Context: an optimization exercise on an open-source flow, tuned for small area, a short achievable clock period and few clock cycles per item. The choices shown serve that exercise and are no tape-out recipe. In this exercise RTL edits were held to simulation tests only and were not proved equivalent to the original. Power is estimated from default activity; no workload was simulated.

==> flow/design.v (outline; a module is shown in full before it is edited, if it fits) <==
// module array_mul_top: 1971 lines
// module mul_fa: 4 lines
// module mul_ha: 4 lines
module array_mul_top (
   input  logic        clk,
   input  logic        arst_n,
   input  logic        in_valid,
   input  logic        para_mode,
   input  logic [15:0] a,
   input  logic [15:0] b,
   output logic        out_valid,
   output logic [31:0] p
);
  // ...
==> flow/flow/run.sh <==
#!/bin/bash
# Own layout flow: the standard flow (standard.sh: the standard synthesis and ORFS steps,
# unchanged) with a few ORFS variables set on the make command line:
#  - port buffers made of sky130_fd_sc_hd__buf_1 (buffer_ports -buffer_cell), instead of the
#    delay cell buffer_ports picks by default; repair upsizes the critical ones;
#  - the delay cells (clkdlybuf4s*, dlygate*, dlymetal*) added to the platform's don't-use
#    list, so that repair buffers with plain buffers;
#  - clock tree of clkbuf_4/clkbuf_8 without dummy loads.
# make's full output goes to orfs_make.log in this folder; each ORFS step also keeps its own
# log under orfs/logs/.
set -euo pipefail
PLATFORM_DONT_USE="sky130_fd_sc_hd__probe_p_8 sky130_fd_sc_hd__probec_p_8 sky130_fd_sc_hd__lpflow_bleeder_1 sky130_fd_sc_hd__lpflow_clkbufkapwr_1 sky130_fd_sc_hd__lpflow_clkbufkapwr_16 sky130_fd_sc_hd__lpflow_clkbufkapwr_2 sky130_fd_sc_hd__lpflow_clkbufkapwr_4 sky130_fd_sc_hd__lpflow_clkbufkapwr_8 sky130_fd_sc_hd__lpflow_clkinvkapwr_1 sky130_fd_sc_hd__lpflow_clkinvkapwr_16 sky130_fd_sc_hd__lpflow_clkinvkapwr_2 sky130_fd_sc_hd__lpflow_clkinvkapwr_4 sky130_fd_sc_hd__lpflow_clkinvkapwr_8 sky130_fd_sc_hd__lpflow_decapkapwr_12 sky130_fd_sc_hd__lpflow_decapkapwr_3 sky130_fd_sc_hd__lpflow_decapkapwr_4 sky130_fd_sc_hd__lpflow_decapkapwr_6 sky130_fd_sc_hd__lpflow_decapkapwr_8 sky130_fd_sc_hd__lpflow_inputiso0n_1 sky130_fd_sc_hd__lpflow_inputiso0p_1 sky130_fd_sc_hd__lpflow_inputiso1n_1 sky130_fd_sc_hd__lpflow_inputiso1p_1 sky130_fd_sc_hd__lpflow_inputisolatch_1 sky130_fd_sc_hd__lpflow_isobufsrc_1 sky130_fd_sc_hd__lpflow_isobufsrc_16 sky130_fd_sc_hd__lpflow_isobufsrc_2 sky130_fd_sc_hd__lpflow_isobufsrc_4 sky130_fd_sc_hd__lpflow_isobufsrc_8 sky130_fd_sc_hd__lpflow_isobufsrckapwr_16 sky130_fd_sc_hd__lpflow_lsbuf_lh_hl_isowell_tap_1 sky130_fd_sc_hd__lpflow_lsbuf_lh_hl_isowell_tap_2 sky130_fd_sc_hd__lpflow_lsbuf_lh_hl_isowell_tap_4 sky130_fd_sc_hd__lpflow_lsbuf_lh_isowell_4 sky130_fd_sc_hd__lpflow_lsbuf_lh_isowell_tap_1 sky130_fd_sc_hd__lpflow_lsbuf_lh_isowell_tap_2 sky130_fd_sc_hd__lpflow_lsbuf_lh_isowell_tap_4"
DELAY_CELLS="sky130_fd_sc_hd__clkdlybuf4s15_1 sky130_fd_sc_hd__clkdlybuf4s15_2 sky130_fd_sc_hd__clkdlybuf4s18_1 sky130_fd_sc_hd__clkdlybuf4s18_2 sky130_fd_sc_hd__clkdlybuf4s25_1 sky130_fd_sc_hd__clkdlybuf4s25_2 sky130_fd_sc_hd__clkdlybuf4s50_1 sky130_fd_sc_hd__clkdlybuf4s50_2 sky130_fd_sc_hd__dlygate4sd1_1 sky130_fd_sc_hd__dlygate4sd2_1 sky130_fd_sc_hd__dlygate4sd3_1 sky130_fd_sc_hd__dlymetal6s2s_1 sky130_fd_sc_hd__dlymetal6s4s_1 sky130_fd_sc_hd__dlymetal6s6s_1"
bash standard.sh "BUFFER_PORTS_ARGS=-buffer_cell sky130_fd_sc_hd__buf_1" \
  "DONT_USE_CELLS=$PLATFORM_DONT_USE $DELAY_CELLS" \
  "CTS_ARGS=-sink_clustering_enable -repair_clock_nets -dont_use_dummy_load -buf_list {sky130_fd_sc_hd__clkbuf_4 sky130_fd_sc_hd__clkbuf_8} -sink_clustering_size 20" \
  finish > orfs_make.log 2>&1
==> flow/standard.sh <==
#!/bin/bash
# synth_recipe.tcl (not shown) runs the flow's synth.tcl, then flattens the netlist and writes it again
# the make line also repeats each setting of config.mk as NAME=value (left out here)
make -C /OpenROAD-flow-scripts/flow DESIGN_CONFIG=/design/flow/config.mk WORK_HOME=/design/flow/orfs CLKGATE_MAP_FILE= SYNTH_SCRIPT=/design/flow/synth_recipe.tcl "${@:-finish}"
==> flow/config.mk <==
export PLATFORM = sky130hd
export DESIGN_NAME = array_mul_top
export DESIGN_NICKNAME = array_mul_top
export VERILOG_FILES = /design/flow/design.v
export SDC_FILE = /design/flow/constraint.sdc
export NUM_CORES = 4
export LEC_CHECK = 0
export CAP_MARGIN = 20
export CORE_MARGIN = 2
export CORE_UTILIZATION = 40
export CTS_BUF_LIST = sky130_fd_sc_hd__clkbuf_4 sky130_fd_sc_hd__clkbuf_8
export CTS_CLUSTER_SIZE = 20
export SETUP_SLACK_MARGIN = 3.05
export SLEW_MARGIN = 20
export SYNTH_HIERARCHICAL = 1
export SYNTH_MINIMUM_KEEP_SIZE = 0
==> flow/constraint.sdc <==
create_clock -name core_clock -period 6.0 [get_ports {clk}]
set_input_delay 1.2000 -clock core_clock [delete_from_list [all_inputs] [get_ports {clk}]]
set_output_delay 1.2000 -clock core_clock [all_outputs]
set_load 0.01 [all_outputs]
==> results.yml, run 1 <==
logic_synthesis:
  async_flop_share_pct: 1.23
  yosysTopAreaCellShare_pct: 41.6
  synthTopCellsByArea: "fa_1 42%, dfxtp_1 31%, nand2_1 9.4%, ha_1 3.9%, buf_4 2.4%"
  synth-simple-area-share_pct: 12.0
  synthXorXnorAreaFrac_pct: 1.97
  ys_warn_count: 7
  syn_area_mm2: 0.0102
cells_and_area:
  finish.utilization_pct: 46.4
  stdcell_count: 1270
  seqCellArea_mm2: 0.00326
  nNonClkInverters: 11
  n_sequential_cell: 162
  largest_class: "multi-input combinational cells"
  layout.nonclk_buf_share_pct: 5.70
worst_setup_path:
  crit_family: "adder cells"
  r2r_setup_slack_ns: 3.02
  path_buf_inv: 0
floorplanning:
  row_count: 58
  core_mm2: 0.0251
  dieArea_mm2: 0.0268
  fp.dieH_um: 164
timing:
  final.period_utilization_pct: 49.6
routing:
  dr_wl_met2_um: 10500
  wl_per_cell_um: 17.3
  wl_met3_um: 1610
power:
  comb_power_mw: 3.01
  power_frac_clock_pct: 11.4
  p_int_mw: 3.16
  p_leak_nw: 4.15
  power_density_mw_per_mm2: 450
  comb_power_share_pct: 57.5
clock_tree:
  cts_tree: "done"
placement:
  place_area_mm2: 0.0107
  dp_hpwl_um: 16000
global_routing:
  antenna_found_initial: 0
run_status:
  outcome: "timing/DRC/antenna clean"
Testbench counts, summed over its fixed seeds: cycles 4,008, items 4,000.
==> inputs of run 2 (changes only) <==
--- a/flow/config.mk
+++ b/flow/config.mk
@@ -10,7 +10,7 @@
 export CORE_UTILIZATION = 40
 export CTS_BUF_LIST = sky130_fd_sc_hd__clkbuf_4 sky130_fd_sc_hd__clkbuf_8
 export CTS_CLUSTER_SIZE = 20
-export SETUP_SLACK_MARGIN = 3.05
+export SETUP_SLACK_MARGIN = 2.95
 export SLEW_MARGIN = 20
 export SYNTH_HIERARCHICAL = 1
 export SYNTH_MINIMUM_KEEP_SIZE = 0
==> results.yml, run 2 <==
logic_synthesis:
  synth_most_common_cell: "nand2_1"
  synth_area_per_cell_um2: 11.5
  ys_ff_latch: 162
  synthTopCellsByArea: "fa_1 42%, dfxtp_1 31%, nand2_1 9.4%, ha_1 3.9%, buf_4 2.4%"
  ys_warn_count: 7
  synthFlopType: "dfxtp_1"
  synth_edf_count: 0
  syn_inst: 888
  synth_cell_types: 32
  yosysSeqAreaShare_pct: 31.9
  synth_top_area_cell: "fa_1"
  async_flop_share_pct: 1.23
  syn_area_mm2: 0.0102
  synth_commonest_cells: "255 x nand2_1, 212 x fa_1, 160 x dfxtp_1"
  yosysTopAreaCellShare_pct: 41.6
floorplanning:
  row_count: 58
  initial_core_util_pct: 40.6
  fp.dieW_um: 164
  dieArea_mm2: 0.0268
  pin_count: 69
  core_mm2: 0.0251
  fp.dieH_um: 164
worst_setup_path:
  path_cells: "buf_2 > nor2b_4 > nand2_1 > fa_1 > fa_1 > fa_1"
  path_max_fanout: 9
  endpoint_kind: "flop"
  crit_type: "input pin to flop"
  cp.required_ns: 6.32
  cp_common_cell: "fa_1"
  startpoint_type: "input pin"
  slowest_delay_ns: 0.58
  worstPathArrival_ns: 3.35
  slowest_stage: "fa_1"
clock_tree:
  htree_num_levels: 4
  root_buffer: "clkbuf_8"
  clk_latency_ns: 0.47
  cts.clk_slew.worst_paths_ns: 0.08
  cts_tree: "done"
  cts_hold_buf: 0
  cts_buffers: 17
  clock-sinks: 162
  cts_buffer_depth: 2
routing:
  drtIter0Drc: 333
  route.vias.total: 6060
  finalWirelength_um: 21700
  antenna_left: 0
  routed_via_density: 4.87
  wl_per_cell_um: 17.4
  drc: 0
  dr.pass1.iters: 5
timing:
  grt_setup_unrepaired: "yes"
  fmax_mhz: 329
  period_needed_ns: 3.04
  setup_violations: 0
  fin_setup_tns_ns: 0
  hold_viol: 0
  clock_skew_ns: 0.0339
  final.period_utilization_pct: 50.6
  hold_slack_ns: 0.332
  slew_viol_final: 0
global_routing:
  grt.overflow.total: 0
  grt_use_total_pct: 17.5
  grt_pass1_vias: 6785
  antenna_found_initial: 0
  grt_pass1_wl_um: 35600
  grt_max_degree: 21
run_status:
  outcome: "timing/DRC/antenna clean"
run:
  maxCapViolCount: 0
cells_and_area:
  nNetsFinal: 1197
  layout_commonest_cell: "nand2_1"
  area_growth_pct: 10.5
  layout-drive-gt1-share_pct: 20.5
  diodes: 0
  largest_reg_flops: 2
  layout_common_cells: "230 x nand2_1, 158 x dfxtp_1, 153 x fa_1"
  regMostFlops: "vld"
placement:
  placement.io_buffers: 68
  dp_hpwl_um: 16400
  gp_congestion: 0.844
power:
  p_leak_nw: 4.01
  power_density_mw_per_mm2: 449
  worst_ir_drop_vdd_mv: 0.242
  power_mw: 5.06
min_path:
  hold_class: "flop to flop"
run 2: cell counts after synthesis:
Identical to the previous run, type by type.
run 2: logic make-up after synthesis:
kind of cell | share of synthesized area, %
simple gates | 12.0
fa+ha+maj | 45.5
flops | 31.9
buf+inv | 5.11
compound gates | 3.46
xor+xnor | 1.97
other cells | 0.0368
run 2: worst max-delay path: cells and delay by family:
kind / cells / cell delay [ns]
AND/OR/NAND/NOR: 2 / 0.44
adder cells (fa/ha/maj): 3 / 1.49
buffers and inverters: 1 / 0.22
run 2: stage by stage:
stage                     area [um^2]  utilization [%]  setup WS (ns)  std cells
final                           11300             44.9           2.96       1245
after global routing            11300             44.9           2.87       1245
after CTS                       11200             44.4           2.95       1231
after detailed placement        10600             42.4           1.93       1205
after global placement          10600             42.4           1.98       1205
after floorplan                 10900                -           2.77        902
run 2: worst paths after layout:
kind,start,to,slack (ns),depth (start not counted)
max,a[7],fs125_q1$_DFF_P_,2.96,6
min in group asynchronous,arst_n,vld[1]$_DFF_PN0_,0.51,1
max in group asynchronous,arst_n,vld[0]$_DFF_PN0_,5.36,1
max reg2reg,fc26_q1$_DFF_P_,sm13_q2$_DFF_P_,3.01,10
min,p0_q1$_DFF_P_,p0_q2$_DFF_P_,0.33,0
min reg2reg,p0_q1$_DFF_P_,p0_q2$_DFF_P_,0.33,0
run 2: area by class of cell:
| class | instances | area, um^2 |
|---|---|---|
| fill | 2431 | 13800 |
| multi-input combinational | 633 | 6880 |
| tap | 330 | 413 |
| sequential | 162 | 3260 |
| timing repair buffer | 92 | 447 |
| inverter | 11 | 41.3 |
| clock buffer | 17 | 234 |
run 2: repair_timing:
| action | 4_1_cts | 5_1_grt |
|---|---|---|
| resized for setup | 78 | 14 |
| setup buffers | 9 | 14 |
| pin swaps | 3 | 17 |
| endpoints found under the setup margin | 90 | 22 |
run 2: Yosys stat by module, one instance, submodules excluded:
module / copies in the design / flops+latches / cells / cell area [um^2]
array_mul_top: 1 / 162 / 678 / 6000
mul_fa: 210 / 0 / 1 / 20.0
run 2: per-layer routing:
metal  vias up  wire length, um  GRT usage, %
met2       188            10400          28.3
met1      3141             9620          23.5
met4         0              367          5.66
li1       2704                -             -
met3        27             1300          4.22
met5         -                0             0
run 2: where the power goes:
part | switching [mW] | total, mW | internal [mW]
Combinational | 1.50 | 2.85 | 1.35
Sequential | 0.146 | 1.62 | 1.48
Clock | 0.339 | 0.589 | 0.250

[separate check: timing with driven ports]
No port has a modelled driver above. Below, the same layouts with a new extraction and two added sets of constraints.
Step 1 assumes that a clkbuf_16 drives the clock port and a buf_2 every other input.
Step 2 times the ports against the registers' clock, not the clock port: input delays grow and output delays shrink by t, the midpoint of the rising clock arrivals with the driver on.
Slacks: ideal / step 1 / step 2; pairs: ideal / step 1.
run	t, ns	setup WS [ns]	latest minus earliest clock arrival (ns)	worst register clock-pin slew, ns
run 1	0.488	3.023 / 3.023 / 2.572	0.038 / 0.038	0.10 / 0.10
run 2	0.488	2.963 / 2.960 / 2.472	0.051 / 0.051	0.11 / 0.11
After both steps every run listed still meets setup and hold. For run 2, which loses most, drivers alone change the setup slack by -0.003 ns; drivers and shift together by -0.491 ns.
